This is an optimization exercise on Yosys and OpenROAD, whose aim is small area, a short achievable clock period and few clock cycles per item, not a production implementation. Only simulation tests tie the RTL to the original design; equivalence was not proved. Power is estimated from default activity; no workload was simulated.

==> design/flow/design.v <==
`timescale 1ns / 1ps
module mlfq_ram #(
   parameter int DEPTH = 64,
   parameter int WIDTH = 6,
   parameter int AW    = 6
) (
   input  logic                   clock,
   input  logic                   rm_en,
   input  logic [AW-1:0]          rm_pos,
   input  logic                   ap_en,
   input  logic [AW-1:0]          tail,
   input  logic [WIDTH-1:0]       ap_data,
   output logic [DEPTH*WIDTH-1:0] q
);
   logic [DEPTH-1:0][WIDTH-1:0] mem;
   logic [DEPTH-1:0]            at_tail, at_last;
   for (genvar j = 0; j < DEPTH; j++) begin : g_ent
      logic [WIDTH-1:0] nxt;
      logic             wr;
      assign at_tail[j] = (tail == AW'(j));
      assign at_last[j] = (tail == AW'(j + 1));
      assign wr = ap_en && (rm_en ? at_last[j] : at_tail[j]);
      if (j + 1 < DEPTH) begin : g_sh
         assign nxt = (rm_en && (AW'(j) >= rm_pos)) ? mem[j+1] : mem[j];
      end else begin : g_last
         assign nxt = mem[j];
      end
      always_ff @(posedge clock) begin
         if (wr) begin
            mem[j] <= ap_data;
         end else begin
            mem[j] <= nxt;
         end
      end
      assign q[j*WIDTH +: WIDTH] = mem[j];
   end
endmodule
`timescale 1ns / 1ps
module mlfq_ctrl (
   input  logic         clock,
   input  logic         reset,
   input  logic         start,
   output logic         busy,
   input  logic [2:0]   req_op,
   input  logic [5:0]   req_proc_id,
   input  logic [19:0]  req_burst_cycles,
   input  logic         req_requeue,
   output logic         rsp_valid,
   output logic [5:0]   rsp_granted_id,
   output logic [13:0]  rsp_slice_length,
   output logic [1:0]   rsp_status,
   input  logic         csr_valid,
   output logic         csr_ready,
   input  logic [11:0]  csr_data
);
   localparam int NP = 64;
   localparam int QD = 64;
   localparam int WS = 16;     
   localparam logic [2:0] OP_ADMIT    = 3'd0;
   localparam logic [2:0] OP_READY    = 3'd1;
   localparam logic [2:0] OP_DISPATCH = 3'd2;
   localparam logic [2:0] OP_SLICE    = 3'd3;
   localparam logic [2:0] OP_EXIT     = 3'd4;
   localparam logic [1:0] ST_OK    = 2'd0;
   localparam logic [1:0] ST_EMPTY = 2'd1;
   localparam logic [1:0] ST_ERR   = 2'd2;
   localparam logic [1:0] C_IDLE = 2'd0;
   localparam logic [1:0] C_AGE  = 2'd1;
   localparam logic [1:0] C_ADJ  = 2'd2;    
   localparam logic [1:0] R_NONE = 2'd0;
   localparam logic [1:0] R_CAND = 2'd1;
   localparam logic [1:0] R_SRCH = 2'd2;
   logic [11:0]          q_r;
   logic [11:0]          qo_r;       
   logic [6:0]           adj_i;      
   logic [5:0]           rda;        
   logic                 fix_r;      
   logic [16:0]          gacc;
   logic                 csr_pend;
   logic [11:0]          csr_val;
   logic [3:0][6:0]      cnt;
   logic [NP-1:0]        act;
   logic [NP-1:0][1:0]   lvl;
   logic [NP-1:0][16:0]  uu;
   logic [NP-1:0]        vo;
   logic [NP-1:0]        old_r;
   logic                 ir_v;
   logic [2:0]           ir_op;
   logic [5:0]           ir_p;
   logic                 ir_rq;
   logic                 ir_act;
   logic [1:0]           ir_lvl;
   logic [2:0]           ir_pr;      
   logic [14:0]          ir_bx;      
   logic [1:0]           cst;
   logic [3:1][1:0]      rs;
   logic [3:1][5:0]      rf;
   logic [3:1][5:0]      rp;
   logic [3:1][1:0]      rw;
   logic                 rsp_v_r;
   logic [5:0]           rsp_g_r;
   logic [13:0]          rsp_s_r;
   logic [1:0]           rsp_st_r;
   logic [3:0][QD*6-1:0] qent;
   logic [3:0]           rm_en, ap_en;
   logic [3:0][5:0]      rm_pos;
   logic [5:0]           ap_data;
   for (genvar k = 0; k < 4; k++) begin : g_q
      mlfq_ram #(.DEPTH(QD), .WIDTH(6), .AW(6)) u_q (
         .clock   (clock),
         .rm_en   (rm_en[k]),
         .rm_pos  (rm_pos[k]),
         .ap_en   (ap_en[k]),
         .tail    (cnt[k][5:0]),
         .ap_data (ap_data),
         .q       (qent[k])
      );
   end
   logic [13:0] sl [4];        
   logic [14:0] th [4];        
   logic [NP-1:0] old;
   always_comb begin
      sl[0] = {2'b0, q_r};
      sl[1] = {1'b0, q_r, 1'b0};
      sl[2] = {2'b0, q_r} + {1'b0, q_r, 1'b0};
      sl[3] = {q_r, 2'b0};
      for (int l = 0; l < 4; l++) th[l] = {sl[l], 1'b0};
      old = old_r;
   end
   logic [1:0]  sel;           
   logic        sel_any;
   always_comb begin
      sel     = 2'd1;
      sel_any = 1'b0;
      for (int k = 3; k >= 1; k--) begin
         if (rs[k] != R_NONE) begin
            sel     = 2'(k);
            sel_any = 1'b1;
         end
      end
   end
   logic [3:1]              s_found, s_more;
   logic [3:1][5:0]         s_f, s_p;
   logic [3:1][1:0]         s_w;
   logic [3:1][6:0]         s_base;
   logic [3:1][WS-1:0]      s_cand;
   logic [3:1][WS-1:0][5:0] s_sid;
   logic                    s_mask;
   logic [3:1][WS-1:0]      s_vld;       
   logic [3:1]              s_beyond;    
   assign s_mask = (cst == C_AGE) && (rs[sel] == R_CAND);
   for (genvar k = 1; k < 4; k++) begin : g_srch
      always_comb begin
         s_w[k]    = (cst == C_AGE && sel == 2'(k) && rs[k] == R_SRCH) ? rw[k] : 2'd0;
         s_base[k] = {1'b0, s_w[k], 4'd0};
         for (int j = 0; j < WS; j++) begin
            case (s_w[k])
               2'd0: s_vld[k][j] = cnt[k] > 7'(j);
               2'd1: s_vld[k][j] = cnt[k] > 7'(16 + j);
               2'd2: s_vld[k][j] = cnt[k] > 7'(32 + j);
               default: s_vld[k][j] = cnt[k] > 7'(48 + j);
            endcase
         end
         case (s_w[k])
            2'd0: s_beyond[k] = cnt[k] > 7'd16;
            2'd1: s_beyond[k] = cnt[k] > 7'd32;
            2'd2: s_beyond[k] = cnt[k] > 7'd48;
            default: s_beyond[k] = 1'b0;
         endcase
         for (int j = 0; j < WS; j++) begin
            case (s_w[k])
               2'd0: s_sid[k][j] = qent[k][(j)*6 +: 6];
               2'd1: s_sid[k][j] = qent[k][(16 + j)*6 +: 6];
               2'd2: s_sid[k][j] = qent[k][(32 + j)*6 +: 6];
               default: s_sid[k][j] = qent[k][(48 + j)*6 +: 6];
            endcase
            s_cand[k][j] = s_vld[k][j] && old[s_sid[k][j]] &&
                           !(s_mask && s_sid[k][j] == rp[sel]) &&
                           !(j == 0 && cst == C_IDLE && l0 == 2'(k));
         end
         s_found[k] = 1'b0;
         s_f[k]     = '0;
         s_p[k]     = '0;
         for (int j = WS - 1; j >= 0; j--) begin
            if (s_cand[k][j]) begin
               s_found[k] = 1'b1;
               s_f[k]     = {s_w[k], 4'(j)};
               s_p[k]     = s_sid[k][j];
            end
         end
         s_more[k] = !s_found[k] && s_beyond[k];
      end
   end
   logic        exec_go;
   logic        ir_take;
   logic        in_act;
   logic [1:0]  in_lvl;
   logic        any_ne;
   logic [1:0]  l0;
   logic [5:0]  g;
   logic [1:0]  g_lvl;
   logic [3:1][1:0] rp_lvl;
   logic [1:0]  lk_lvl;
   logic [3:0][6:0]  cnt_n;
   logic             ld_en;
   logic [5:0]       ld_p;
   logic [1:0]       ld_n;
   logic [1:0]       ld_k;        
   logic             ld_act;      
   logic             g_add;
   logic             lw_en;
   logic [5:0]       lw_p;
   logic [1:0]       lw_v;
   logic             aw_en;
   logic [5:0]       aw_p;
   logic             aw_v;
   logic [1:0]       cst_n;
   logic [3:1][1:0]  rs_n;
   logic [3:1][5:0]  rf_n, rp_n;
   logic [3:1][1:0]  rw_n;
   logic [11:0]      q_n;
   logic [11:0]      qo_n;
   logic [6:0]       adj_i_n;
   logic             csr_pend_n;
   logic             fin;
   logic [5:0]       fin_g;
   logic [13:0]      fin_s;
   logic [1:0]       fin_st;
   logic [1:0]  mv_n;
   logic        mv_full;
   logic        promote;
   logic [1:0]  sl_nl;
   assign exec_go = (cst == C_IDLE) && !csr_pend && ir_v && !(fix_r && ir_op == OP_DISPATCH);
   always_comb begin
      in_act = ir_act;
      in_lvl = ir_lvl;
      any_ne = 1'b0;
      l0     = 2'd0;
      for (int k = 3; k >= 0; k--) begin
         if (cnt[k] != 7'd0) begin
            any_ne = 1'b1;
            l0     = 2'(k);
         end
      end
      g = qent[l0][5:0];
      g_lvl = lvl[g];
      for (int k = 1; k < 4; k++) rp_lvl[k] = lvl[rp[k]];
      lk_lvl = rp_lvl[sel];
      promote = (in_lvl != 2'd3) && ir_pr[in_lvl];
      sl_nl   = promote ? in_lvl + 2'd1 : in_lvl;
      mv_n    = (lk_lvl == 2'd0) ? 2'd0 : lk_lvl - 2'd1;
      mv_full = cnt[mv_n][6];
   end
   always_comb begin
      rm_en    = '0;
      rm_pos   = '0;
      ap_en    = '0;
      ap_data  = '0;
      cnt_n    = cnt;
      ld_en    = 1'b0;
      ld_p     = '0;
      ld_n     = '0;
      ld_k     = 2'd0;
      ld_act   = 1'b1;
      g_add    = 1'b0;
      lw_en    = 1'b0;
      lw_p     = '0;
      lw_v     = '0;
      aw_en    = 1'b0;
      aw_p     = ir_p;
      aw_v     = 1'b0;
      cst_n    = cst;
      rs_n     = rs;
      rf_n     = rf;
      rp_n     = rp;
      rw_n     = rw;
      q_n      = q_r;
      qo_n     = qo_r;
      adj_i_n  = adj_i;
      csr_pend_n = csr_pend;
      fin      = 1'b0;
      fin_g    = '0;
      fin_s    = '0;
      fin_st   = ST_OK;
      ir_take  = 1'b0;
      if (exec_go) begin
         ir_take = 1'b1;
         fin     = 1'b1;
         case (ir_op)
            OP_ADMIT: begin
               aw_en = 1'b1;
               aw_v  = 1'b1;
               lw_en = 1'b1;
               lw_p  = ir_p;
               lw_v  = 2'd0;
               ld_en = 1'b1;
               ld_p  = ir_p;
               ld_n  = 2'd0;
            end
            OP_READY: begin
               if (!in_act || cnt[in_lvl][6]) begin
                  fin_st = ST_ERR;
               end else begin
                  ap_en[in_lvl]  = 1'b1;
                  ap_data        = ir_p;
                  cnt_n[in_lvl]  = cnt[in_lvl] + 7'd1;
                  ld_en = 1'b1;
                  ld_p  = ir_p;
                  ld_n  = in_lvl;
               end
            end
            OP_SLICE: begin
               if (!in_act) begin
                  fin_st = ST_ERR;
               end else begin
                  g_add = 1'b1;
                  lw_en = 1'b1;
                  lw_p  = ir_p;
                  lw_v  = sl_nl;
                  if (ir_rq && !cnt[sl_nl][6]) begin
                     ap_en[sl_nl]  = 1'b1;
                     ap_data       = ir_p;
                     cnt_n[sl_nl]  = cnt[sl_nl] + 7'd1;
                     ld_en = 1'b1;
                     ld_p  = ir_p;
                     ld_n  = sl_nl;
                  end else begin
                     if (ir_rq) fin_st = ST_ERR;
                     if (promote) begin
                        ld_en = 1'b1;
                        ld_p  = ir_p;
                        ld_k  = 2'd1;
                     end
                  end
               end
            end
            OP_EXIT: begin
               if (!in_act) begin
                  fin_st = ST_ERR;
               end else begin
                  aw_en = 1'b1;
                  aw_v  = 1'b0;
                  ld_en  = 1'b1;
                  ld_p   = ir_p;
                  ld_k   = 2'd2;
                  ld_act = 1'b0;
               end
            end
            OP_DISPATCH: begin
               if (!any_ne) begin
                  fin_st = ST_EMPTY;
               end else begin
                  fin_g = g;
                  fin_s = sl[g_lvl];
                  rm_en[l0]  = 1'b1;
                  rm_pos[l0] = 6'd0;
                  cnt_n[l0]  = cnt[l0] - 7'd1;
                  for (int k = 1; k < 4; k++) begin
                     rw_n[k] = 2'd0;
                     rf_n[k] = s_f[k];
                     rp_n[k] = s_p[k];
                     if (l0 == 2'(k)) begin
                        rf_n[k] = s_f[k] - 6'd1;
                        rs_n[k] = s_found[k] ? R_CAND : s_more[k] ? R_SRCH : R_NONE;
                     end else if (s_found[k]) begin
                        rs_n[k] = R_CAND;
                     end else if (s_more[k]) begin
                        rs_n[k] = R_SRCH;
                        rw_n[k] = 2'd1;
                     end else begin
                        rs_n[k] = R_NONE;
                     end
                  end
                  if (rs_n != '0) cst_n = C_AGE;
               end
            end
            default: begin
               fin_st = ST_ERR;
            end
         endcase
      end else if (cst == C_AGE) begin
         if (rs[sel] == R_CAND) begin
            rs_n[sel] = R_NONE;
            if (!mv_full) begin
               rm_en[sel]  = 1'b1;
               rm_pos[sel] = rf[sel];
               ap_en[mv_n]  = 1'b1;
               ap_data      = rp[sel];
               if (mv_n != sel) begin
                  cnt_n[sel]  = cnt[sel] - 7'd1;
                  cnt_n[mv_n] = cnt[mv_n] + 7'd1;
               end
               lw_en = 1'b1;
               lw_p  = rp[sel];
               lw_v  = mv_n;
               ld_en  = 1'b1;
               ld_p   = rp[sel];
               ld_n   = mv_n;
               ld_act = act[rp[sel]];
               for (int k = 1; k < 4; k++) begin
                  if (2'(k) > sel) begin
                     rw_n[k] = 2'd0;
                     if (q_r == 12'd0) begin
                        rs_n[k] = R_SRCH;
                     end else begin
                        rf_n[k] = s_f[k];
                        rp_n[k] = s_p[k];
                        if (s_found[k]) begin
                           rs_n[k] = R_CAND;
                        end else if (s_more[k]) begin
                           rs_n[k] = R_SRCH;
                           rw_n[k] = 2'd1;
                        end else begin
                           rs_n[k] = R_NONE;
                        end
                     end
                  end
               end
            end
         end else begin
            for (int k = 1; k < 4; k++) begin
               if (2'(k) >= sel) begin
                  rf_n[k] = s_f[k];
                  rp_n[k] = s_p[k];
                  rw_n[k] = 2'd0;
                  if (s_found[k]) begin
                     rs_n[k] = R_CAND;
                  end else if (s_more[k]) begin
                     rs_n[k] = R_SRCH;
                     rw_n[k] = ((2'(k) == sel) ? rw[k] : 2'd0) + 2'd1;
                  end else begin
                     rs_n[k] = R_NONE;
                  end
               end
            end
         end
         if (rs_n == '0) cst_n = C_IDLE;
      end else if (cst == C_ADJ) begin
         ld_en   = !adj_i[6];
         ld_p    = adj_i[5:0];
         ld_k    = 2'd3;
         adj_i_n = adj_i + 7'd1;
         if (adj_i[6]) cst_n = C_IDLE;
      end else if (cst == C_IDLE && csr_pend && !csr_valid) begin
         q_n        = csr_val;
         qo_n       = q_r;
         csr_pend_n = 1'b0;
         adj_i_n    = 7'd0;
         cst_n      = C_ADJ;
      end
      if (csr_valid) csr_pend_n = 1'b1;
   end
   logic accept;
   logic ir_v_n;
   logic busy_c;
   assign busy_c = csr_pend || (cst == C_ADJ) || (ir_v && !exec_go);
   assign accept = start && !busy_c;
   assign ir_v_n = accept || (ir_v && !ir_take);
   logic [5:0] f_p;
   logic       f_act;
   logic [1:0] f_lvl;
   always_comb begin
      f_p   = accept ? req_proc_id : ir_p;
      f_act = accept ? act[req_proc_id] : ir_act;
      f_lvl = accept ? lvl[req_proc_id] : ir_lvl;
      if (aw_en && aw_p == f_p) f_act = aw_v;
      if (lw_en && lw_p == f_p) f_lvl = lw_v;
   end
   always_ff @(posedge clock) begin
      if (reset) begin
         ir_v     <= 1'b0;
         cst      <= C_IDLE;
         rs       <= '0;
         cnt      <= '0;
         act      <= '0;
         q_r      <= 12'd8;
         qo_r     <= 12'd8;
         csr_pend <= 1'b0;
         rsp_v_r  <= 1'b0;
      end else begin
         ir_v     <= ir_v_n;
         cst      <= cst_n;
         rs       <= rs_n;
         cnt      <= cnt_n;
         if (aw_en) act[aw_p] <= aw_v;
         q_r      <= q_n;
         qo_r     <= qo_n;
         csr_pend <= csr_pend_n;
         rsp_v_r  <= fin;
      end
   end
   always_ff @(posedge clock) begin
      if (accept) begin
         ir_op <= req_op;
         ir_p  <= req_proc_id;
         ir_rq <= req_requeue;
         ir_bx <= (req_burst_cycles[19:15] != 5'd0) ? 15'h7FFF : req_burst_cycles[14:0];
         for (int l = 0; l < 3; l++) ir_pr[l] <= ({6'd0, req_burst_cycles} >= {6'd0, sl[l]});
      end
      ir_act <= f_act;
      ir_lvl <= f_lvl;
      if (csr_valid) csr_val <= csr_data;
      rf    <= rf_n;
      rp    <= rp_n;
      rw    <= rw_n;
      adj_i <= adj_i_n;
      rda   <= ((cst == C_ADJ) || (cst == C_IDLE && csr_pend && !csr_valid)) ? adj_i_n[5:0] : f_p;
      fix_r <= ld_en && (ld_k == 2'd1);
      gacc  <= gacc_n;
      if (lw_en) lvl[lw_p] <= lw_v;
      if (fin) begin
         rsp_g_r  <= fin_g;
         rsp_s_r  <= fin_s;
         rsp_st_r <= fin_st;
      end
   end
   logic [16:0]         gacc_n;      
   logic [16:0]         rd_u;        
   logic [15:0]         adj_x;
   logic [16:0]         ld_v;        
   logic                ld_vo, ld_old;
   logic [16:0]         kth [4];     
   logic [16:0]         kg [4];      
   logic [NP-1:0]       p_ld;
   logic [NP-1:0][16:0] p_u;
   always_comb begin
      gacc_n = g_add ? gacc + {2'b0, ir_bx} : gacc;
      rd_u   = uu[rda];
      case (lvl[adj_i[5:0]])
         2'd0: adj_x = {3'b0, qo_r, 1'b0} - {3'b0, q_r, 1'b0};
         2'd1: adj_x = {2'b0, qo_r, 2'b0} - {2'b0, q_r, 2'b0};
         2'd2: adj_x = ({2'b0, qo_r, 2'b0} + {3'b0, qo_r, 1'b0}) - ({2'b0, q_r, 2'b0} + {3'b0, q_r, 1'b0});
         default: adj_x = {1'b0, qo_r, 3'b0} - {1'b0, q_r, 3'b0};
      endcase
      for (int l = 0; l < 4; l++) begin
         kth[l] = 17'h08000 - {2'b0, th[l]};
         kg[l]  = kth[l] - gacc_n;
      end
      case (ld_k)
         2'd0: ld_v = ld_act ? kg[ld_n] : kth[ld_n];
         2'd1: ld_v = rd_u - {4'b0, q_r, 1'b0};
         2'd2: ld_v = rd_u + gacc;
         default: ld_v = rd_u + {adj_x[15], adj_x};
      endcase
      ld_vo  = 1'b0;
      ld_old = (q_r == 12'd0);
   end
   for (genvar i = 0; i < NP; i++) begin : g_v
      always_comb begin
         p_ld[i] = ld_en && (ld_p == 6'(i));
         p_u[i]  = act[i] ? uu[i] + gacc_n : uu[i];
      end
      always_ff @(posedge clock) begin
         if (p_ld[i]) uu[i] <= ld_v;
         if (p_ld[i] && ld_k == 2'd0) begin
            vo[i]    <= ld_vo;
            old_r[i] <= ld_old;
         end else begin
            vo[i]    <= vo[i] | p_u[i][16];
            old_r[i] <= vo[i] | p_u[i][16] | p_u[i][15];
         end
      end
   end
   assign busy             = busy_c;
   assign csr_ready        = 1'b1;
   assign rsp_valid        = rsp_v_r;
   assign rsp_granted_id   = rsp_g_r;
   assign rsp_slice_length = rsp_s_r;
   assign rsp_status       = rsp_st_r;
endmodule
`timescale 1ns / 1ps
module mlfq_scheduler_with_aging_top (
   input  logic         clock,
   input  logic         reset,
   input  logic         start,
   output logic         busy,
   input  logic [2:0]   req_op,
   input  logic [5:0]   req_proc_id,
   input  logic [19:0]  req_burst_cycles,
   input  logic         req_requeue,
   output logic         rsp_valid,
   output logic [5:0]   rsp_granted_id,
   output logic [13:0]  rsp_slice_length,
   output logic [1:0]   rsp_status,
   input  logic         csr_valid,
   output logic         csr_ready,
   input  logic [11:0]  csr_data
);
   mlfq_ctrl u_ctrl (
      .clock            (clock),
      .reset            (reset),
      .start            (start),
      .busy             (busy),
      .req_op           (req_op),
      .req_proc_id      (req_proc_id),
      .req_burst_cycles (req_burst_cycles),
      .req_requeue      (req_requeue),
      .rsp_valid        (rsp_valid),
      .rsp_granted_id   (rsp_granted_id),
      .rsp_slice_length (rsp_slice_length),
      .rsp_status       (rsp_status),
      .csr_valid        (csr_valid),
      .csr_ready        (csr_ready),
      .csr_data         (csr_data)
   );
endmodule
==> design/flow/run.sh <==
#!/bin/bash
# synth_recipe.tcl (not shown) runs the flow's synth.tcl, then flattens the netlist and writes it again
# the make line also repeats each setting of config.mk as NAME=value (left out here)
make -C /OpenROAD-flow-scripts/flow DESIGN_CONFIG=/design/flow/config.mk WORK_HOME=/design/flow/orfs CLKGATE_MAP_FILE= SYNTH_SCRIPT=/design/flow/synth_recipe.tcl finish
==> design/flow/config.mk <==
export PLATFORM = sky130hd
export DESIGN_NAME = mlfq_scheduler_with_aging_top
export DESIGN_NICKNAME = mlfq_scheduler_with_aging_top
export VERILOG_FILES = /design/flow/design.v
export SDC_FILE = /design/flow/constraint.sdc
export NUM_CORES = 4
export LEC_CHECK = 0
export CAP_MARGIN = 20
export CORE_MARGIN = 2
export CORE_UTILIZATION = 35
export PLACE_DENSITY = 0.45
export SETUP_SLACK_MARGIN = 5
export SLEW_MARGIN = 20
==> design/flow/constraint.sdc <==
create_clock -name core_clock -period 12.0 [get_ports {clock}]
set_input_delay 2.4000 -clock core_clock [delete_from_list [all_inputs] [get_ports {clock}]]
set_output_delay 2.4000 -clock core_clock [all_outputs]
set_load 0.01 [all_outputs]
==> results of run 1 <==
==> cell usage after synthesis, drive strengths merged, types with 39 or more instances <==
| cell type | count |
|---|---|
| o221a | 68 |
| and3 | 55 |
| o31ai | 67 |
| xnor2 | 511 |
| or2 | 63 |
| ha | 1160 |
| a21oi | 1783 |
| a31oi | 269 |
| xor2 | 131 |
| nand4 | 126 |
| edfxtp | 2854 |
| and2 | 81 |
| mux2 | 280 |
| nand2 | 2284 |
| mux2i | 1051 |
| a31o | 53 |
| a22oi | 213 |
| nor4 | 74 |
| o22ai | 228 |
| o21bai | 65 |
| o21a | 158 |
| nand3 | 375 |
| clkbuf | 1240 |
| a221oi | 74 |
| o221ai | 229 |
| a2111oi | 65 |
| o2111ai | 112 |
| a21o | 273 |
| a211oi | 239 |
| nor2 | 2445 |
| o21ai | 1407 |
| mux4 | 1001 |
| a41oi | 79 |
| nand2b | 151 |
| or3 | 74 |
| a211o | 41 |
| buf | 579 |
| nor3 | 315 |
| o211ai | 215 |
| a311oi | 53 |
| nor2b | 125 |
| dfxtp | 291 |
| a221o | 39 |
| inv | 495 |
==> metrics by stage <==
stage	cells	hold WS, ns	setup slack [ns]
finish	30430	0.4663	4.630
CTS	30300	0.4720	4.718
detailed placement	29440	0.4579	2.449
global route	30390	0.4968	4.508
floorplan	22050	0.4258	4.126
global placement	29430	0.4442	2.365
==> worst max-delay path, cell delays in order (launching register included) <==
cell and delay (ns):
edfxtp_1 0.38, buf_12 0.19, buf_16 0.16, mux4_2 0.51, mux4_2 0.56, mux4_2 0.64
and3_4 0.21, or3_4 0.40, a32oi_4 0.26, buf_12 0.18, buf_8 0.20, nor2_2 0.13
o41ai_2 0.46, nand3_1 0.16, nand2b_1 0.19, a31oi_2 0.75, ha_1 0.47, a31oi_2 0.25
xnor2_1 0.08, nand3_1 0.15, a31oi_4 0.10, buf_12 0.16, buf_12 0.15, buf_12 0.13
buf_16 0.13
==> routing by layer <==
metal / up-vias / GRT usage [%] / share of wire (%)
met3: 3208 / 8.104 / 9.8
li1: 83410 / - / -
met4: 38 / 19.70 / 7.6
met5: - / 0 / 0.025
met1: 97580 / 41.41 / 39
met2: 11720 / 49.91 / 44
==> how the worst min path moves through the flow <==
stage	endpoint	depth (start not counted)	from	slack [ns]
final	u_ctrl.q_r[3]	2	u_ctrl.csr_val[3]	0.47
after global routing	u_ctrl.vo[46]	2	u_ctrl.vo[46]	0.50
after CTS	u_ctrl.q_r[3]	2	u_ctrl.csr_val[3]	0.47
after detailed placement	u_ctrl.q_r[3]	2	u_ctrl.csr_val[3]	0.46
after global placement	u_ctrl.vo[46]	2	u_ctrl.vo[46]	0.44
after floorplan	u_ctrl.vo[46]	2	u_ctrl.vo[46]	0.43
==> state kept, by name, indices dropped and copies added, names as in the netlist, 7 cells and up <==
signal	cells
u_ctrl.rp	18
u_ctrl.adj_i	7
u_ctrl.lvl	128
u_ctrl.act	64
u_ctrl.qo_r	12
u_ctrl.g_q.u_q.mem	1536
u_ctrl.rsp_s_r	14
u_ctrl.ir_bx	15
u_ctrl.vo	64
u_ctrl.csr_val	12
u_ctrl.rf	18
u_ctrl.old_r	64
u_ctrl.q_r	12
u_ctrl.uu	1088
u_ctrl.gacc	17
u_ctrl.cnt	28
==> cells by family after synthesis <==
| group | share of synthesized area (%) |
|---|---|
| compound gates | 17.50 |
| xor+xnor | 2.518 |
| mux | 16.16 |
| buf+inv | 4.223 |
| flops | 40.83 |
| other cells | 0.001673 |
| simple gates | 12.16 |
| fa+ha+maj | 6.604 |
==> what timing repair did <==
action | 4_1_cts | 5_1_grt
gates cloned | 39 | 23
pin swaps | 54 | 29
gates resized for setup | 456 | 260
endpoints found under the setup margin | 5694 | 2830
setup buffers | 127 | 53
==> power by group <==
part / switching [W] / internal (W)
Clock: 0.00518 / 0.00683
Combinational: 0.0152 / 0.00885
Sequential: 0.000323 / 0.0140
==> area by class of cell <==
type,count,area [um2],area share (%)
tap,8407,10520,4.140
antenna,50,125.1,0.04924
multi-input combinational,16580,127000,49.98
timing repair inverter,1,5.005,0.001970
inverter,519,2007,0.7898
sequential,3145,91710,36.09
clock buffer,462,10020,3.944
clock inverter,232,2565,1.009
timing repair buffer,1032,10160,3.998
==> flow_summary.toml, run 1 <==
[logic_synthesis]
ys_seq_area_share_pct = 40.83
synth_nets = 23260
syn-instance-count = 22050
synthTopCellsByArea = "edfxtp_1 38%, mux4_2 10%, ha_1 6.5%, mux2i_1 4.7%, nor2_1 4.1%"
ys_async_sr_fraction_pct = 0
avgSynthCellArea_um2 = 10.17
yosysUniqueCellTypes = 119
ys_ff_latch = 3145
synth.top_cell.area_share_pct = 38.23
yosys_warnings = 6
synth-edff-count = 2854
synth.largest_area_cell = "edfxtp_1"
syn-cell-area_um2 = 224200
synthFlopType = "edfxtp_1"

[floorplan]
pin_count = 71
die_x_um = 804.3
dieArea_um2 = 646900
rows = 293
initial_core_util_pct = 35.17
die_h_um = 804.3
core_um2 = 637500

[grt]
overflow = 0
grt_pass1_vias = 184300
grt_use_total_pct = 32.53
antenna_found_initial = 85
grt_max_degree = 124
grt_pass1_wl_mm = 1505

[cells_and_area]
finalCoreUtilization_pct = 39.86
fillers = 61880
drive_gt1_share_pct = 16.99
mostFrequentLayoutCells = "2854 x edfxtp_1, 2260 x nor2_1, 2240 x nand2_1"
syn_to_final_growth_pct = 13.34
stdcell_area_um2 = 254100
final_common_cell = "edfxtp_1"
nets = 22870

[cts]
cts_buffers = 379
htree_levels = 5
clk_pin_slew_ns = 0.06
clk_latency_ns = 1.08
clk_path_buf_depth = 4
ctsHoldBuffers = 0
cts_tree = "yes"
cts_sinks = 3145
clock-root-buffer = "clkbuf_16"

[setup_path]
worstRegToRegCells = 24
required_ns = 12.77
worstSetupEndpoint = "u_ctrl.uu[526]"
critPathLaunch = "u_ctrl.rp[0]"
critPathLaunchType = "flop"
cp-end-kind = "flop"
worstSetupPathType = "reg -> reg"
cp_max_fo = 22
r2r-start = "u_ctrl.rp[0]"
r2r-end = "u_ctrl.uu[526]"
worstPathArrival_ns = 8.14
reg2reg_slack_ns = 4.63

[route]
dr.pass1.iters = 9
via_per_inst = 6.440
num_vias = 196000
wl_per_cell_um = 36.25
ant_nets = 0
drt-total-wl_mm = 1103
drc = 0
drtIter0Drc = 26460

[power_and_ir_drop]
peakVddDrop_mv = 0.4200
total_power_w = 0.05039
power_density_nw_per_um2 = 198.3
power.leakage_nw = 92.01

[placed_design]
dpl_cell_area_um2 = 235500
dp_hpwl_mm = 756.5
port_buffers = 69
gp_congestion = 1.019

[outcome]
status = "timing/DRC/antenna clean"

[timing]
finalClockSkew_ns = 0.08103
worstMarginPinSlew_ns = 1.435
max_slew_margin_pct = 3.097
fin_setup_tns_ns = 0
slew_violations = 0
period_minus_slack_ns = 7.370
period_share_pct = 61.42
rsz0062_at_grt = "true"
final_hold_viol_count = 0
setup_viol = 0
fmax_ghz = 0.1357

[hold_path]
worstHoldPathType = "reg -> reg"

[run]
cap_violations = 0
Testbench counts, summed over its fixed seeds: cycles 19,727, items 16,000.
==> inputs of run 2 (changes only) <==
--- a/design/flow/design.v
+++ b/design/flow/design.v
@@ -477,6 +477,7 @@
          qo_r     <= 12'd8;
          csr_pend <= 1'b0;
          rsp_v_r  <= 1'b0;
+         gacc     <= '0;
       end else begin
          ir_v     <= ir_v_n;
          cst      <= cst_n;
@@ -487,6 +488,7 @@
          qo_r     <= qo_n;
          csr_pend <= csr_pend_n;
          rsp_v_r  <= fin;
+         gacc     <= gacc_n;
       end
    end
    always_ff @(posedge clock) begin
@@ -506,7 +508,6 @@
       adj_i <= adj_i_n;
       rda   <= ((cst == C_ADJ) || (cst == C_IDLE && csr_pend && !csr_valid)) ? adj_i_n[5:0] : f_p;
       fix_r <= ld_en && (ld_k == 2'd1);
-      gacc  <= gacc_n;
       if (lw_en) lvl[lw_p] <= lw_v;
       if (fin) begin
          rsp_g_r  <= fin_g;
--- a/design/flow/config.mk
+++ b/design/flow/config.mk
@@ -8,6 +8,7 @@
 export CAP_MARGIN = 20
 export CORE_MARGIN = 2
 export CORE_UTILIZATION = 35
+export CTS_BUF_LIST = sky130_fd_sc_hd__clkbuf_8
 export PLACE_DENSITY = 0.45
 export SETUP_SLACK_MARGIN = 5
 export SLEW_MARGIN = 20
==> run 2 against run 1 <==
Effect of this change: design area up 1.2%; setup slack worse by 0.11 ns; sequential cell count unchanged; sequential power down 6%; largest cell class unchanged; first-iteration DRC count about the same; critical path type unchanged; via count up 2.1%; register-to-register slack worse by 0.11 ns.
==> flow_summary.toml, run 2 <==
[cells_and_area]
regMostFlops = "u_ctrl.g_q.u_q.mem"
reg_top3 = "u_ctrl.g_q.u_q.mem x1536, u_ctrl.uu x1088, u_ctrl.lvl x128"
stdcell_area_um2 = 257100
drive_gt1_share_pct = 17.90
mostFrequentLayoutCells = "2854 x edfxtp_1, 2402 x nor2_1, 2201 x nand2_1"
syn_to_final_growth_pct = 13.88
nets = 23720
instances_no_fill = 31660
largest_reg_flops = 1536
final_common_cell = "edfxtp_1"

[setup_path]
worst-path-buf-inv = 7
worstSetupPathType = "reg -> reg"
cp_slowest_cell = "mux4_2"
critPathLaunchType = "flop"
required_ns = 12.98
worstPathArrival_ns = 8.47
max_stage_delay_ns = 0.67
cp_top_family = "compound AO/OA/AOI/OAI gates"
cp_max_fo = 8
cp-end-kind = "flop"

[cts]
clk_latency_ns = 1.35
htree_levels = 6
clock-root-buffer = "clkbuf_8"
cts_sinks = 3145
cts_buffers = 598
cts_tree = "yes"
clk_pin_slew_ns = 0.06
clk_path_buf_depth = 4

[placed_design]
gp_congestion = 0.9900
dp_slack_ns = 2.477
dp.cells = 30130
dpl_cell_area_um2 = 237200
port_buffers = 69
dp_hpwl_mm = 782.8

[logic_synthesis]
synth_nets = 23740
avgSynthCellArea_um2 = 10.03
ys_async_sr_fraction_pct = 0
synthFlopType = "edfxtp_1"
syn-cell-area_um2 = 225800
synth-edff-count = 2854
synth.top_cell.area_share_pct = 37.96
ys_seq_area_share_pct = 40.54
synthTopCellsByArea = "edfxtp_1 38%, mux4_2 8.9%, ha_1 6.4%, mux2i_1 5.9%, a21oi_1 4.3%"
ys_ff_latch = 3145
synthMostInstantiatedCell = "edfxtp_1"
syn-instance-count = 22520
synth_common_cells = "2854 x edfxtp_1, 2575 x nor2_1, 2254 x nand2_1, 1962 x a21oi_1, 1453 x o21ai_0"
yosys_warnings = 6
synth.largest_area_cell = "edfxtp_1"
yosysUniqueCellTypes = 136

[power_and_ir_drop]
pwr-share-seq_pct = 32.5
p_switching_w = 0.01672
p_sw_share_pct = 40.48
power.leakage_nw = 95.97
clockPowerShare_pct = 25.4
combinationalPowerShare_pct = 42.1
power.internal_w = 0.02458
power_density_nw_per_um2 = 160.6
peakVddDrop_mv = 0.1866

[grt]
antenna_found_initial = 107
met3_usage_pct = 8.123
grt_pass1_vias = 186800
grt_use_total_pct = 33.35
grt_use_met2_pct = 49.47
grt_pass1_wl_mm = 1543
overflow = 0
use_met1_pct = 43.60
grt_max_degree = 144
busiest_layer = "met2"

[route]
via_per_inst = 6.321
drtIter0Drc = 26450
dr.pass1.iters = 9
drt-total-wl_mm = 1144
ant_nets = 0
wl_per_cell_um = 36.14
drc = 0
num_vias = 200100

[timing]
max_slew_margin_pct = 10.79
period_minus_slack_ns = 7.483
final_hold_viol_count = 0
setup_viol = 0
worstMarginPinSlew_ns = 1.327
period_share_pct = 62.36
fmax_ghz = 0.1336
rsz0062_at_grt = "true"
worst_slack_ns = 4.517
fin_setup_tns_ns = 0
slew_violations = 0
timing.hold.ws_ns = 0.4554
finalClockSkew_ns = 0.1102

[outcome]
status = "timing/DRC/antenna clean"

[floorplan]
dieArea_um2 = 651600
initial_core_util_pct = 35.06
rows = 295
die_x_um = 807.2
die_h_um = 807.2
core_um2 = 644100
pin_count = 71

[run]
cap_violations = 0

[hold_path]
worstHoldPathType = "reg -> reg"
==> run 2: changes by cell type in the layout (fill, tap and decap cells not counted), moves of 142 or more <==
cell	before	now
clkbuf_16	396	22
mux2i_1	1046	1330
clkbuf_8	15	629
inv_1	469	673
a21oi_1	1744	1922
nor2_1	2260	2402
==> run 2: worst paths after layout <==
path	end	depth (start not counted)	startpoint	slack (ns)
min reg2reg	u_ctrl.vo[39]	2	u_ctrl.vo[39]	0.46
max	u_ctrl.uu[424]	34	u_ctrl.rp[6]	4.52
max reg2reg	u_ctrl.uu[424]	34	u_ctrl.rp[6]	4.52
min	u_ctrl.vo[39]	2	u_ctrl.vo[39]	0.46
==> run 2: cell families after synthesis <==
family                   synth area share, %
other                               0.001661
multiplexers                           16.12
flip-flops                             40.54
XOR/XNOR                               2.291
AO/OA/AOI/OAI                          17.38
buffers and inverters                  4.629
adder cells (fa/ha/maj)                6.532
AND/OR/NAND/NOR                        12.51
==> run 2: final cells by class <==
class,instances,area (um2)
fill,63330,387000
multi-input combinational,16960,128400
sequential,3145,91730
timing repair buffer,1244,12630
tap,8613,10780
clock buffer,628,8643
clock inverter,444,2614
inverter,550,2116
antenna,75,187.7
==> run 2: through the flow <==
| stage | utilization [%] | total power, W |
|---|---|---|
| 2_1_floorplan | - | 0.02265 |
| 3_3_place_gp | 36.81 | 0.02875 |
| 3_5_place_dp | 36.82 | 0.02873 |
| 4_1_cts | 39.37 | 0.04036 |
| 5_1_grt | 39.90 | 0.04257 |
| 6_report | 39.92 | 0.04130 |
==> run 2: repair_timing <==
action	4_1_cts	5_1_grt
setup endpoints to repair	4951	2560
hold buffers	0	0
resized for setup	545	403
gates cloned	36	38
setup buffers	203	100
pin swaps	104	75
==> run 2: power by group through the flow <==
| stage | combinational (W) | clock [W] | sequential, W |
|---|---|---|---|
| 6_report | 0.0174 | 0.0105 | 0.0134 |
| 4_1_cts | 0.0162 | 0.0107 | 0.0134 |
| 2_1_floorplan | 0.00915 | 0 | 0.0135 |
| 5_1_grt | 0.0180 | 0.0111 | 0.0134 |
| 3_3_place_gp | 0.0151 | 0 | 0.0137 |
| 3_5_place_dp | 0.0150 | 0 | 0.0137 |
==> run 2: layer usage <==
metal  vias to the layer above  part of all wire [%]
li1                      85500                     -
met1                     99290                    40
met2                     12090                    43
met3                      3171                   9.5
met4                        56                   7.5
met5                         -                 0.043
==> run 2: tightest hold or removal path, cell delays in order (launching register included) <==
cell	delay (ns)
dfxtp_1	0.31
inv_1	0.04
a21boi_0	0.06
Testbench counts of run 2, summed over its fixed seeds: cycles 19,727, items 16,000.
==> inputs of run 3 (changes only) <==
--- a/design/flow/design.v
+++ b/design/flow/design.v
@@ -478,6 +478,8 @@
          csr_pend <= 1'b0;
          rsp_v_r  <= 1'b0;
          gacc     <= '0;
+         kth_r    <= {17'h08000 - 17'd64, 17'h08000 - 17'd48, 17'h08000 - 17'd32, 17'h08000 - 17'd16};
+         kg_r     <= {17'h08000 - 17'd64, 17'h08000 - 17'd48, 17'h08000 - 17'd32, 17'h08000 - 17'd16};
       end else begin
          ir_v     <= ir_v_n;
          cst      <= cst_n;
@@ -489,6 +491,8 @@
          csr_pend <= csr_pend_n;
          rsp_v_r  <= fin;
          gacc     <= gacc_n;
+         kth_r    <= kth_n;
+         kg_r     <= kg_n;
       end
    end
    always_ff @(posedge clock) begin
@@ -520,8 +524,10 @@
    logic [15:0]         adj_x;
    logic [16:0]         ld_v;        
    logic                ld_vo, ld_old;
-   logic [16:0]         kth [4];     
-   logic [16:0]         kg [4];      
+   logic [3:0][16:0]    kth_r;       
+   logic [3:0][16:0]    kg_r;        
+   logic [3:0][16:0]    kth_n, kg_n;
+   logic [16:0]         lv_slice, lv_other;
    logic [NP-1:0]       p_ld;
    logic [NP-1:0][16:0] p_u;
    always_comb begin
@@ -533,12 +539,15 @@
          2'd2: adj_x = ({2'b0, qo_r, 2'b0} + {3'b0, qo_r, 1'b0}) - ({2'b0, q_r, 2'b0} + {3'b0, q_r, 1'b0});
          default: adj_x = {1'b0, qo_r, 3'b0} - {1'b0, q_r, 3'b0};
       endcase
-      for (int l = 0; l < 4; l++) begin
-         kth[l] = 17'h08000 - {2'b0, th[l]};
-         kg[l]  = kth[l] - gacc_n;
-      end
+      kth_n[0] = 17'h08000 - {4'b0, q_n, 1'b0};
+      kth_n[1] = 17'h08000 - {3'b0, q_n, 2'b0};
+      kth_n[2] = 17'h08000 - ({3'b0, q_n, 2'b0} + {4'b0, q_n, 1'b0});
+      kth_n[3] = 17'h08000 - {2'b0, q_n, 3'b0};
+      for (int l = 0; l < 4; l++) kg_n[l] = kth_n[l] - gacc_n;
+      lv_slice = kg_r[sl_nl] - {2'b0, ir_bx};
+      lv_other = ld_act ? kg_r[ld_n] : kth_r[ld_n];
       case (ld_k)
-         2'd0: ld_v = ld_act ? kg[ld_n] : kth[ld_n];
+         2'd0: ld_v = g_add ? lv_slice : lv_other;
          2'd1: ld_v = rd_u - {4'b0, q_r, 1'b0};
          2'd2: ld_v = rd_u + gacc;
          default: ld_v = rd_u + {adj_x[15], adj_x};
==> design/flow/flow/run.sh (new file) <==
#!/bin/bash
# The standard layout (standard.sh: ORFS synth to finish, unchanged scripts),
# run in two calls so that repair_timing aims further below the clock period in
# the stages that can buffer and clone (CTS, global route) than the sizing-only
# pass after floorplan.
set -euo pipefail
cd "$(dirname "$0")/.."
bash standard.sh SETUP_SLACK_MARGIN=3 synth floorplan > flow_to_floorplan.log 2>&1
bash standard.sh SETUP_SLACK_MARGIN=6 finish > flow_to_finish.log 2>&1
==> design/flow/standard.sh (new file) <==
#!/bin/bash
# synth_recipe.tcl (not shown) runs the flow's synth.tcl, then flattens the netlist and writes it again
# the make line also repeats each setting of config.mk as NAME=value (left out here)
make -C /OpenROAD-flow-scripts/flow DESIGN_CONFIG=/design/flow/config.mk WORK_HOME=/design/flow/orfs CLKGATE_MAP_FILE= SYNTH_SCRIPT=/design/flow/synth_recipe.tcl "${@:-finish}"
--- a/design/flow/config.mk
+++ b/design/flow/config.mk
@@ -8,7 +8,5 @@
 export CAP_MARGIN = 20
 export CORE_MARGIN = 2
 export CORE_UTILIZATION = 35
-export CTS_BUF_LIST = sky130_fd_sc_hd__clkbuf_8
 export PLACE_DENSITY = 0.45
-export SETUP_SLACK_MARGIN = 5
 export SLEW_MARGIN = 20
removed: design/flow/run.sh
==> run 3 against run 2 <==
Effect of this change: fmax rose by 15%; still clean on timing, DRC and antenna; via count rose by 7.1%; non-clock buffer count rose by 501; hold slack got worse by 0.021 ns; utilization rose by 2.1 points; die area rose by 2.6%; sequential power rose by 5%; power rose by 34%; sequential cell count rose by 91; setup slack improved by 0.97 ns; largest cell class unchanged; clock power rose by 22%; sequential share of layout area fell by 1.9 points.
==> flow_summary.toml, run 3 <==
[floorplan]
dieArea_um2 = 668400
pin_count = 71
die_h_um = 817.5
core_um2 = 658800
die_x_um = 817.5
rows = 298
initial_core_util_pct = 35.16

[grt]
use_met1_pct = 44.38
grt_use_total_pct = 34.97
grt_pass1_vias = 196300
grt_use_met2_pct = 51.82
met3_usage_pct = 9.369
grt_pass1_wl_mm = 1653
grt_max_degree = 141
busiest_layer = "met2"
overflow = 0
antenna_found_initial = 141

[logic_synthesis]
synth_top_family_by_area = "compound AO/OA/AOI/OAI gates"
yosys_warnings = 4
ys_ff_latch = 3236
synthMuxAreaShare_pct = 14.99
yosys.area_share.simple_pct = 12.34
synth_nets = 24230
synthMostInstantiatedCell = "edfxtp_1"
synth_common_cells = "2854 x edfxtp_1, 2342 x nand2_1, 2321 x nor2_1, 1692 x a21oi_1, 1458 x o21ai_0"
ys_seq_area_share_pct = 40.30
synth_xor_xnor_area_share_pct = 2.563
syn-cell-area_um2 = 231600
synth.largest_area_cell = "edfxtp_1"
avgSynthCellArea_um2 = 10.10
synthTopCellsByArea = "edfxtp_1 37%, mux4_2 9.5%, ha_1 6.7%, mux2i_1 4.3%, nand2_1 3.8%"
syn-instance-count = 22940
synth_fa_ha_area_share_pct = 6.783
synthFlopType = "edfxtp_1"
synth-compound-area-share_pct = 18.31
synth-edff-count = 2854
ys_async_sr_fraction_pct = 0
synth.top_cell.area_share_pct = 37.00
yosysUniqueCellTypes = 123

[run]
cap_violations = 0

[placed_design]
port_buffers = 69
dp_hpwl_mm = 821.5
dp.cells = 30610
gp_congestion = 1.026
dpl_cell_area_um2 = 242800

[route]
drt-total-wl_mm = 1247
ant_nets = 0
wl_per_cell_um = 38.47
drtIter0Drc = 32440
dr.pass1.iters = 13
num_vias = 214300
drc = 0
via_per_inst = 6.611

[power_and_ir_drop]
total_power_w = 0.05542
power_density_nw_per_um2 = 200.2
power.leakage_nw = 101.9
peakVddDrop_mv = 0.3972

[timing]
max_slew_margin_pct = 10.84
rsz0062_at_grt = "true"
period_minus_slack_ns = 6.518
period_share_pct = 54.32
setup_viol = 0
fmax_ghz = 0.1534
fin_setup_tns_ns = 0
final_hold_viol_count = 0
finalClockSkew_ns = 0.1237
slew_violations = 0
worstMarginPinSlew_ns = 1.337

[cells_and_area]
drive_gt1_share_pct = 22.18
instances_no_fill = 32410
fillers = 63050
finalCoreUtilization_pct = 42.01
syn_to_final_growth_pct = 19.49
stdcell_area_um2 = 276800
largest_reg_flops = 1536
regMostFlops = "u_ctrl.g_q.u_q.mem"
nets = 24490
mostFrequentLayoutCells = "2854 x edfxtp_1, 2225 x nand2_1, 2071 x nor2_1"
reg_top3 = "u_ctrl.g_q.u_q.mem x1536, u_ctrl.uu x1088, u_ctrl.lvl x128"
final_common_cell = "edfxtp_1"

[cts]
clk_pin_slew_ns = 0.06
htree_levels = 5
cts_sinks = 3236
clock-root-buffer = "clkbuf_16"
clk_latency_ns = 1.13
cts_buffers = 399
cts_tree = "yes"
ctsHoldBuffers = 0
clk_path_buf_depth = 4

[setup_path]
crit_path_frequent_cell = "buf_4"
cp_max_fo = 64
required_ns = 12.64
worstSetupPathType = "reg -> reg"
reg2reg_slack_ns = 5.48
max_stage_delay_ns = 0.62
critPathLaunchType = "flop"
worstPathArrival_ns = 7.16
cp-end-kind = "flop"
cp_slowest_cell = "mux4_2"

[outcome]
status = "timing/DRC/antenna clean"

[hold_path]
worstHoldPathType = "reg -> reg"
-- run 3: cell types whose count changed after synthesis, sizes merged, moves of 85 or more --
cell,delta
o21a,-116
nor2,-245
xnor2,+86
a21o,+97
o2111ai,+182
nor3,+85
nand2,+87
inv,+117
dfxtp,+91
a21oi,-271
mux2i,-354
-- run 3: stage by stage --
step | hold WS, ns | worst slack [ns]
detailed placement | 0.4410 | 2.856
global route | 0.4482 | 5.387
global placement | 0.4336 | 2.681
floorplan | 0.4260 | 3.383
CTS | 0.4236 | 5.744
finish | 0.4348 | 5.482
-- run 3: kinds of logic after synthesis --
| logic type | count (synthesis) |
|---|---|
| AND/OR/NAND/NOR | 6526 |
| AO/OA/AOI/OAI | 6450 |
| flip-flops | 3236 |
| buffers and inverters | 2582 |
| multiplexers | 2216 |
| adder cells (fa/ha/maj) | 1251 |
| XOR/XNOR | 678 |
| other | 1 |
-- run 3: area by class of cell --
cell class / count / area [um2] / share of cell area, %
inverters: 673 / 2666 / 0.9633
well taps: 8700 / 10890 / 3.933
repair buffers: 1745 / 19570 / 7.070
clock buffers: 498 / 10790 / 3.899
diodes: 171 / 427.9 / 0.1546
clock inverters: 246 / 2693 / 0.9727
flip-flops and latches: 3236 / 93500 / 33.78
multi-input cells: 17140 / 136300 / 49.23
-- run 3: worst paths after layout --
check | startpoint | endpoint | cells after the start
max | u_ctrl.rda[0] | u_ctrl.uu[823] | 26
min reg2reg | u_ctrl.g_q[0].u_q.mem[253] | u_ctrl.g_q[0].u_q.mem[247] | 2
min | u_ctrl.g_q[0].u_q.mem[253] | u_ctrl.g_q[0].u_q.mem[247] | 2
max reg2reg | u_ctrl.rda[0] | u_ctrl.uu[823] | 26
-- run 3: routing by layer --
| layer | part of all wire, % | vias up |
|---|---|---|
| met5 | 0.038 | - |
| li1 | - | 88600 |
| met2 | 42 | 14800 |
| met4 | 8.7 | 38 |
| met3 | 11 | 4043 |
| met1 | 38 | 106800 |
-- run 3: power by group --
part / internal, W / switching, W
clock network: 0.00736 / 0.00544
logic: 0.0109 / 0.0175
registers: 0.0138 / 0.000363
total: 0.0321 / 0.0233
-- run 3: critical path: cells and delay by family (launching register included) --
kind	cells	cell delay (ns)
buffers and inverters	14	1.64
flip-flops	1	0.38
AO/OA/AOI/OAI	7	1.57
adder cells (fa/ha/maj)	1	0.35
multiplexers	3	1.82
XOR/XNOR	1	0.06
-- run 3: what timing repair did --
| action | in CTS | in global routing |
|---|---|---|
| resized for setup | 1537 | 738 |
| setup buffers | 434 | 306 |
| gates cloned | 81 | 69 |
| pin swaps | 203 | 259 |
| setup endpoints to repair | 5781 | 2993 |
Testbench counts of run 3, summed over its fixed seeds: cycles 19,727, items 16,000.
==> inputs of run 4 (changes only) <==
--- a/design/flow/design.v
+++ b/design/flow/design.v
@@ -72,8 +72,10 @@
    localparam logic [1:0] R_SRCH = 2'd2;
    logic [11:0]          q_r;
    logic [11:0]          qo_r;       
-   logic [6:0]           adj_i;      
-   logic [5:0]           rda;        
+   logic [8:0]           adj_i;      
+   logic [16:0]          adj_v;      
+   logic [16:0]          ir_u;       
+   logic                 ir_uv;      
    logic                 fix_r;      
    logic [16:0]          gacc;
    logic                 csr_pend;
@@ -220,7 +222,7 @@
    logic [3:1][1:0]  rw_n;
    logic [11:0]      q_n;
    logic [11:0]      qo_n;
-   logic [6:0]       adj_i_n;
+   logic [8:0]       adj_i_n;
    logic             csr_pend_n;
    logic             fin;
    logic [5:0]       fin_g;
@@ -230,7 +232,9 @@
    logic        mv_full;
    logic        promote;
    logic [1:0]  sl_nl;
-   assign exec_go = (cst == C_IDLE) && !csr_pend && ir_v && !(fix_r && ir_op == OP_DISPATCH);
+   logic        sl_fix;       
+   assign exec_go = (cst == C_IDLE) && !csr_pend && ir_v && !(fix_r && ir_op == OP_DISPATCH) &&
+                    !(!ir_uv && in_act && (ir_op == OP_EXIT || (ir_op == OP_SLICE && sl_fix)));
    always_comb begin
       in_act = ir_act;
       in_lvl = ir_lvl;
@@ -248,6 +252,7 @@
       lk_lvl = rp_lvl[sel];
       promote = (in_lvl != 2'd3) && ir_pr[in_lvl];
       sl_nl   = promote ? in_lvl + 2'd1 : in_lvl;
+      sl_fix  = promote && !(ir_rq && !cnt[sl_nl][6]);
       mv_n    = (lk_lvl == 2'd0) ? 2'd0 : lk_lvl - 2'd1;
       mv_full = cnt[mv_n][6];
    end
@@ -436,16 +441,16 @@
          end
          if (rs_n == '0) cst_n = C_IDLE;
       end else if (cst == C_ADJ) begin
-         ld_en   = !adj_i[6];
-         ld_p    = adj_i[5:0];
+         ld_en   = !adj_i[8] && (adj_i[1:0] == 2'd2);
+         ld_p    = adj_i[7:2];
          ld_k    = 2'd3;
-         adj_i_n = adj_i + 7'd1;
-         if (adj_i[6]) cst_n = C_IDLE;
+         adj_i_n = adj_i + 9'd1;
+         if (adj_i[8]) cst_n = C_IDLE;
       end else if (cst == C_IDLE && csr_pend && !csr_valid) begin
          q_n        = csr_val;
          qo_n       = q_r;
          csr_pend_n = 1'b0;
-         adj_i_n    = 7'd0;
+         adj_i_n    = 9'd0;
          cst_n      = C_ADJ;
       end
       if (csr_valid) csr_pend_n = 1'b1;
@@ -510,7 +515,9 @@
       rp    <= rp_n;
       rw    <= rw_n;
       adj_i <= adj_i_n;
-      rda   <= ((cst == C_ADJ) || (cst == C_IDLE && csr_pend && !csr_valid)) ? adj_i_n[5:0] : f_p;
+      ir_u  <= uu[rd_addr];
+      ir_uv <= !(ld_en && ld_p == rd_addr);
+      adj_v <= ir_u + {adj_x[15], adj_x};
       fix_r <= ld_en && (ld_k == 2'd1);
       if (lw_en) lvl[lw_p] <= lw_v;
       if (fin) begin
@@ -520,7 +527,7 @@
       end
    end
    logic [16:0]         gacc_n;      
-   logic [16:0]         rd_u;        
+   logic [5:0]          rd_addr;     
    logic [15:0]         adj_x;
    logic [16:0]         ld_v;        
    logic                ld_vo, ld_old;
@@ -532,8 +539,8 @@
    logic [NP-1:0][16:0] p_u;
    always_comb begin
       gacc_n = g_add ? gacc + {2'b0, ir_bx} : gacc;
-      rd_u   = uu[rda];
-      case (lvl[adj_i[5:0]])
+      rd_addr = (cst == C_ADJ) ? adj_i[7:2] : f_p;
+      case (lvl[adj_i[7:2]])
          2'd0: adj_x = {3'b0, qo_r, 1'b0} - {3'b0, q_r, 1'b0};
          2'd1: adj_x = {2'b0, qo_r, 2'b0} - {2'b0, q_r, 2'b0};
          2'd2: adj_x = ({2'b0, qo_r, 2'b0} + {3'b0, qo_r, 1'b0}) - ({2'b0, q_r, 2'b0} + {3'b0, q_r, 1'b0});
@@ -548,9 +555,9 @@
       lv_other = ld_act ? kg_r[ld_n] : kth_r[ld_n];
       case (ld_k)
          2'd0: ld_v = g_add ? lv_slice : lv_other;
-         2'd1: ld_v = rd_u - {4'b0, q_r, 1'b0};
-         2'd2: ld_v = rd_u + gacc;
-         default: ld_v = rd_u + {adj_x[15], adj_x};
+         2'd1: ld_v = ir_u - {4'b0, q_r, 1'b0};
+         2'd2: ld_v = ir_u + gacc;
+         default: ld_v = adj_v;
       endcase
       ld_vo  = 1'b0;
       ld_old = (q_r == 12'd0);
==> run 4 against run 3 <==
Effect of this change: now fails the layout checks on antenna rules; highest routed layer unchanged; design area is 1.3% higher; critical path depth down 6; fmax is 1.7% higher; hold slack gained 0.049 ns; non-clock buffer count decreased by 31; combinational power is 37% lower; utilization down 0.28 points; sequential cell count is 31 higher; area after synthesis up 1.8%.
==> flow_summary.toml, run 4 <==
[route]
via_per_inst = 6.644
dr.pass1.iters = 8
wl_per_cell_um = 38.00
drt-total-wl_mm = 1309
drtIter0Drc = 33750
num_vias = 228900
ant_nets = 2
drc = 0

[outcome]
so.violations = "antenna rules"
status = "failed layout checks"

[power_and_ir_drop]
total_power_w = 0.04409
power_density_nw_per_um2 = 157.3
power.internal_w = 0.02633
p_sw_share_pct = 40.28
peakVddDrop_mv = 0.1608
pwr-share-seq_pct = 30.9
p_switching_w = 0.01776
power.leakage_nw = 103.6
combinationalPowerShare_pct = 40.8
clockPowerShare_pct = 28.4

[floorplan]
dieArea_um2 = 680400
core_um2 = 671500
pin_count = 71
rows = 301
initial_core_util_pct = 35.12
die_h_um = 824.8
die_x_um = 824.8

[cells_and_area]
nets = 26350
largest_reg_flops = 1536
reg_top3 = "u_ctrl.g_q.u_q.mem x1536, u_ctrl.uu x1088, u_ctrl.lvl x128"
final_common_cell = "nand2_1"
mostFrequentLayoutCells = "2918 x nand2_1, 2862 x edfxtp_1, 2215 x nor2_1"
syn_to_final_growth_pct = 18.85
drive_gt1_share_pct = 18.17
fillers = 65470
regMostFlops = "u_ctrl.g_q.u_q.mem"

[logic_synthesis]
yosys_warnings = 4
synth.top_cell.area_share_pct = 36.44
yosysUniqueCellTypes = 130
avgSynthCellArea_um2 = 9.426
synth_nets = 26330
synth.largest_area_cell = "edfxtp_1"
ys_async_sr_fraction_pct = 0
ys_ff_latch = 3267
syn-cell-area_um2 = 235800
synth_common_cells = "3006 x nand2_1, 2862 x edfxtp_1, 2460 x nor2_1, 1978 x a21oi_1, 1437 x clkbuf_1"
synthMostInstantiatedCell = "nand2_1"
synthTopCellsByArea = "edfxtp_1 36%, ha_1 6.6%, nand2_1 4.8%, mux2i_1 4.5%, a21oi_1 4.2%"
synthFlopType = "edfxtp_1"
syn-instance-count = 25020
synth-edff-count = 2862
ys_seq_area_share_pct = 39.88

[cts]
cts_sinks = 3267
clk_latency_ns = 1.09
clk_pin_slew_ns = 0.06
cts_buffers = 400
htree_levels = 5
clk_path_buf_depth = 4
cts_tree = "yes"
clock-root-buffer = "clkbuf_16"

[setup_path]
worstSetupPathType = "reg -> reg"
cp-end-kind = "flop"
crit_chain = "buf_6, or2_4, nor2_4, ha_4, and4b_4, buf_12, buf_4, nand2_1, a211oi_1, a21boi_0, o311ai_0, nor3b_1, buf_4, nor2_1, a21o_2, nand2_1, ha_1, nand3_1, or4_1, o21ai_0"
required_ns = 12.88
max_stage_delay_ns = 0.86
cp_slowest_cell = "a21boi_0"
cp_max_fo = 17
worstPathArrival_ns = 7.29
critPathLaunchType = "flop"

[timing]
finalClockSkew_ns = 0.08987
period_minus_slack_ns = 6.408
final_hold_viol_count = 0
setup_viol = 0
rsz0062_at_grt = "true"
fmax_ghz = 0.1561
worstMarginPinSlew_ns = 1.375
slew_violations = 0
period_share_pct = 53.40
fin_setup_tns_ns = 0
max_slew_margin_pct = 8.313
timing.hold.ws_ns = 0.4839

[placed_design]
port_buffers = 69
gp_congestion = 1.049
dp_hpwl_mm = 864.5

[run]
cap_violations = 0

[grt]
grt_use_total_pct = 36.09
grt_pass1_wl_mm = 1745
antenna_found_initial = 124
grt_pass1_vias = 208600
overflow = 0
grt_max_degree = 118

[hold_path]
worstHoldPathType = "reg -> reg"
[run 4: cell types whose count changed after synthesis, moves of 88 or more]
cell | before | now
a211oi_1 | 195 | 627
a21oi_1 | 1692 | 1978
a311oi_1 | 42 | 332
and2_1 | 73 | 364
clkbuf_1 | 1220 | 1437
inv_1 | 644 | 522
mux4_2 | 977 | 405
nand2_1 | 2342 | 3006
nand2b_1 | 218 | 130
nor2_1 | 2321 | 2460
o2111ai_1 | 259 | 162
o211ai_1 | 183 | 295
o21ai_0 | 1458 | 1319
o31ai_1 | 89 | 194
[run 4: path summary, 6_finish.rpt]
| check | endpoint | cells past startpoint | start | slack, ns |
|---|---|---|---|---|
| hold / removal | u_ctrl.adj_v[0] | 0 | u_ctrl.ir_u[0] | 0.48 |
| setup / recovery | u_ctrl.rf[16] | 20 | u_ctrl.rs[0] | 5.59 |
| hold reg to reg | u_ctrl.adj_v[0] | 0 | u_ctrl.ir_u[0] | 0.48 |
| setup reg to reg | u_ctrl.rf[16] | 20 | u_ctrl.rs[0] | 5.59 |
[run 4: metrics by stage]
step / instances / cell area (um2) / setup WS (ns) / util [%]
4_1_cts: 33980 / 272600 / 5.906 / 40.59
6_report: 34450 / 280300 / 5.592 / 41.74
5_1_grt: 34330 / 280000 / 5.647 / 41.69
2_1_floorplan: 25020 / 235800 / 3.123 / -
3_5_place_dp: 32810 / 247500 / 2.978 / 36.86
3_3_place_gp: 32790 / 247300 / 3.074 / 36.83
[run 4: cell type report]
| cell class | count | area [um2] | share of cell area, % |
|---|---|---|---|
| sequential | 3267 | 94180 | 33.60 |
| antenna | 138 | 345.3 | 0.1232 |
| multi-input combinational | 19110 | 140700 | 50.20 |
| timing repair inverter | 3 | 13.76 | 0.004911 |
| inverter | 546 | 2177 | 0.7768 |
| timing repair buffer | 1714 | 18590 | 6.632 |
| clock inverter | 206 | 2228 | 0.7951 |
| clock buffer | 532 | 10850 | 3.872 |
| tap | 8938 | 11180 | 3.990 |
[run 4: what timing repair did]
item,CTS,global route
gates cloned,74,79
resized for setup,1556,754
setup endpoints to repair,5798,4004
pin swaps,190,217
hold buffers,0,0
setup buffers,365,250
[run 4: worst max-delay path, delay by kind of cell (launching register included)]
| kind | cells | cell delay, ns |
|---|---|---|
| AOI/OAI and AO/OA | 5 | 2.39 |
| adders and majority gates | 2 | 0.38 |
| buffers and inverters | 4 | 0.74 |
| DFF | 1 | 0.35 |
| and+or+nand+nor | 9 | 2.32 |
[run 4: power by group through the flow]
stage / combinational (W) / clock (W) / sequential (W)
2_1_floorplan: 0.00839 / 0 / 0.0136
3_3_place_gp: 0.0144 / 0 / 0.0138
3_5_place_dp: 0.0144 / 0 / 0.0138
4_1_cts: 0.0162 / 0.0127 / 0.0136
5_1_grt: 0.0185 / 0.0130 / 0.0136
6_report: 0.0180 / 0.0125 / 0.0136
[run 4: metal layers]
layer	GRT usage [%]	wire (um)	part of all wire (%)
met5	0.06356	1026	0.078
met4	26.53	123200	9.4
met3	10.76	144000	11
met2	52.45	543800	42
met1	45.32	497200	38
[run 4: cell families (layout without fill, tap and decap cells)]
kind of cell | after synthesis | in the layout | synth area share (%)
AOI/OAI and AO/OA | 7653 | 7675 | 22.00
xor gates and xnor gates | 635 | 635 | 2.374
adders and majority gates | 1271 | 1271 | 6.771
buffers and inverters | 2672 | 3001 | 4.687
DFF | 3267 | 3267 | 39.88
muxes | 1737 | 1738 | 9.667
other | 1 | 139 | 0.001590
and+or+nand+nor | 7782 | 7789 | 14.62
Testbench counts of run 4, summed over its fixed seeds: cycles 19,784, items 16,000.
==> inputs of run 5 (changes only) <==
--- a/design/flow/design.v
+++ b/design/flow/design.v
@@ -446,7 +446,7 @@
          ld_k    = 2'd3;
          adj_i_n = adj_i + 9'd1;
          if (adj_i[8]) cst_n = C_IDLE;
-      end else if (cst == C_IDLE && csr_pend && !csr_valid) begin
+      end else if (cst == C_IDLE && csr_pend) begin
          q_n        = csr_val;
          qo_n       = q_r;
          csr_pend_n = 1'b0;
==> run 5 against run 4 <==
Effect of this change: now clean on timing, DRC and antenna; sequential share of layout area fell by 0.17 points; design area is 0.53% higher; critical path type unchanged; critical path depth grew 14; global-route usage fell by 0.36 points; register-to-register slack lost 0.29 ns; combinational power decreased by 16%; critical endpoint is now u_ctrl.kg_r[49]; utilization is 0.43 points higher; cell count fell by 3.5%; area after synthesis is 0.41% lower; non-clock buffer count increased by 270; fmax fell by 4.3%.
==> flow_summary.toml, run 5 <==
[floorplan]
die_x_um = 823.2
initial_core_util_pct = 35.15
pin_count = 71
core_um2 = 668100
die_h_um = 823.2

[logic_synthesis]
synth.top_cell.area_share_pct = 36.59
avgSynthCellArea_um2 = 10.07
synthFlopType = "edfxtp_1"
syn-instance-count = 23330
yosys_warnings = 4
ys_async_sr_fraction_pct = 0
ys_ff_latch = 3267
syn-cell-area_um2 = 234900
synth-edff-count = 2862
synthTopCellsByArea = "edfxtp_1 37%, mux4_2 8.3%, ha_1 6.7%, mux2i_1 4.8%, a21oi_1 4.3%"
ys_seq_area_share_pct = 40.04
synth.largest_area_cell = "edfxtp_1"
synthMostInstantiatedCell = "edfxtp_1"
yosysUniqueCellTypes = 127

[setup_path]
max_stage_delay_ns = 0.55
r2r-start = "u_ctrl.ir_lvl[0]"
required_ns = 12.93
reg2reg_slack_ns = 5.31
critPathLaunch = "u_ctrl.ir_lvl[0]"
worstSetupEndpoint = "u_ctrl.kg_r[49]"
r2r-end = "u_ctrl.kg_r[49]"
crit_path_frequent_cell = "inv_2"
worstRegToRegCells = 34
cp_slowest_cell = "or4_4"

[power_and_ir_drop]
peakVddDrop_mv = 0.1768
power.leakage_nw = 103.4
power_density_nw_per_um2 = 146.2

[cts]
htree_levels = 5
cts_buffers = 399
clk_path_buf_depth = 4
cts_sinks = 3267
ctsHoldBuffers = 0
clk_latency_ns = 1.16
clock-root-buffer = "clkbuf_16"
clk_pin_slew_ns = 0.07

[route]
drc = 0
via_per_inst = 6.616
ant_nets = 0
num_vias = 220000
wl_per_cell_um = 38.71

[placed_design]
port_buffers = 69
dpl_cell_area_um2 = 247500

[cells_and_area]
largest_reg_flops = 1536
syn_to_final_growth_pct = 19.96
finalCoreUtilization_pct = 42.17
final_common_cell = "edfxtp_1"
reg_top3 = "u_ctrl.g_q.u_q.mem x1536, u_ctrl.uu x1088, u_ctrl.lvl x128"
regMostFlops = "u_ctrl.g_q.u_q.mem"
drive_gt1_share_pct = 23.13
mostFrequentLayoutCells = "2862 x edfxtp_1, 2152 x nor2_1, 1961 x nand2_1"
nets = 25170

[grt]
grt_max_degree = 88
grt_pass1_wl_mm = 1712
grt_use_total_pct = 35.74
antenna_found_initial = 148
overflow = 0

[timing]
finalClockSkew_ns = 0.1720
rsz0062_at_grt = "true"
setup_viol = 0
fmax_ghz = 0.1494
slew_violations = 0
period_minus_slack_ns = 6.694
period_share_pct = 55.79
fin_setup_tns_ns = 0

[hold_path]
worstHoldPathType = "reg -> reg"

[outcome]
status = "timing/DRC/antenna clean"
[run 5: worst min-delay path by stage]
| stage | slack (ns) | cells after the start | startpoint | end |
|---|---|---|---|---|
| finish | 0.42 | 2 | u_ctrl.vo[11] | u_ctrl.old_r[11] |
| global route | 0.46 | 2 | u_ctrl.vo[48] | u_ctrl.vo[48] |
| CTS | 0.43 | 2 | u_ctrl.vo[11] | u_ctrl.old_r[11] |
| detailed placement | 0.44 | 2 | u_ctrl.vo[48] | u_ctrl.vo[48] |
| global placement | 0.43 | 2 | u_ctrl.vo[48] | u_ctrl.vo[48] |
| floorplan | 0.35 | 0 | u_ctrl.ir_u[0] | u_ctrl.adj_v[0] |
[run 5: area by class of cell]
type	count	area, um2	share of cell area [%]
antenna	144	360.3	0.1279
clock buffer	541	10910	3.873
clock inverter	199	1802	0.6395
inverter	553	2396	0.8504
multi-input combinational	17650	140900	50.00
sequential	3267	94190	33.43
tap	8909	11150	3.956
timing repair buffer	1984	19970	7.087
timing repair inverter	10	97.59	0.03464
[run 5: timing repair]
action	4_1_cts	5_1_grt
endpoints found under the setup margin	5871	3935
pin swaps	199	315
gates cloned	77	44
setup buffers	428	468
gates resized for setup	1468	1057
[run 5: report_power, final]
part           internal (W)  switching (W)  total [W]
logic               0.00561        0.00961     0.0152
registers            0.0134       0.000408     0.0138
clock network       0.00679        0.00535     0.0121
total                0.0258         0.0154     0.0412
[run 5: logic make-up (layout without fill, tap and decap cells)]
kind of cell / after synthesis / in the layout / share of synthesized area [%]
DFF: 3267 / 3267 / 40.04
adders and majority gates: 1276 / 1276 / 6.820
muxes: 2381 / 2391 / 14.97
xor gates and xnor gates: 624 / 624 / 2.333
other: 1 / 145 / 0.001597
buffers and inverters: 2461 / 3287 / 4.409
AOI/OAI and AO/OA: 6759 / 6777 / 18.82
and+or+nand+nor: 6562 / 6580 / 12.60
[run 5: stage by stage]
step                      std cells  hold WS, ns  total power, W  worst slack (ns)
after floorplan               23330       0.3547         0.02156             3.621
after global placement        31340       0.4316         0.02666             2.929
after detailed placement      31350       0.4388         0.02668             2.904
after CTS                     32590       0.4299         0.04030             5.307
after global routing          33130       0.4601         0.04244             4.993
final                         33260       0.4212         0.04118             5.306
[run 5: metal layers]
layer,track usage (%),part of all wire [%],vias to the layer above
li1,-,-,91100
met1,44.84,38,109100
met2,53.05,42,15310
met3,10.14,10,4493
met4,24.93,9.0,46
met5,0.1836,0.063,-
[run 5: tightest hold or removal path: cells and delay by family (launching register included)]
family	cells	cell delay, ns
compound gates	1	0.10
buf+inv	1	0.06
flops	1	0.30
Testbench counts of run 5, summed over its fixed seeds: cycles 19,784, items 16,000.

Check on run 5: ideal ports give 5.306 ns setup slack; a clkbuf_16 on the clock port and buf_2 on the inputs give 5.306 ns; moving port delays by the midpoint clock arrival (1.230 ns) as well gives 5.306 ns.
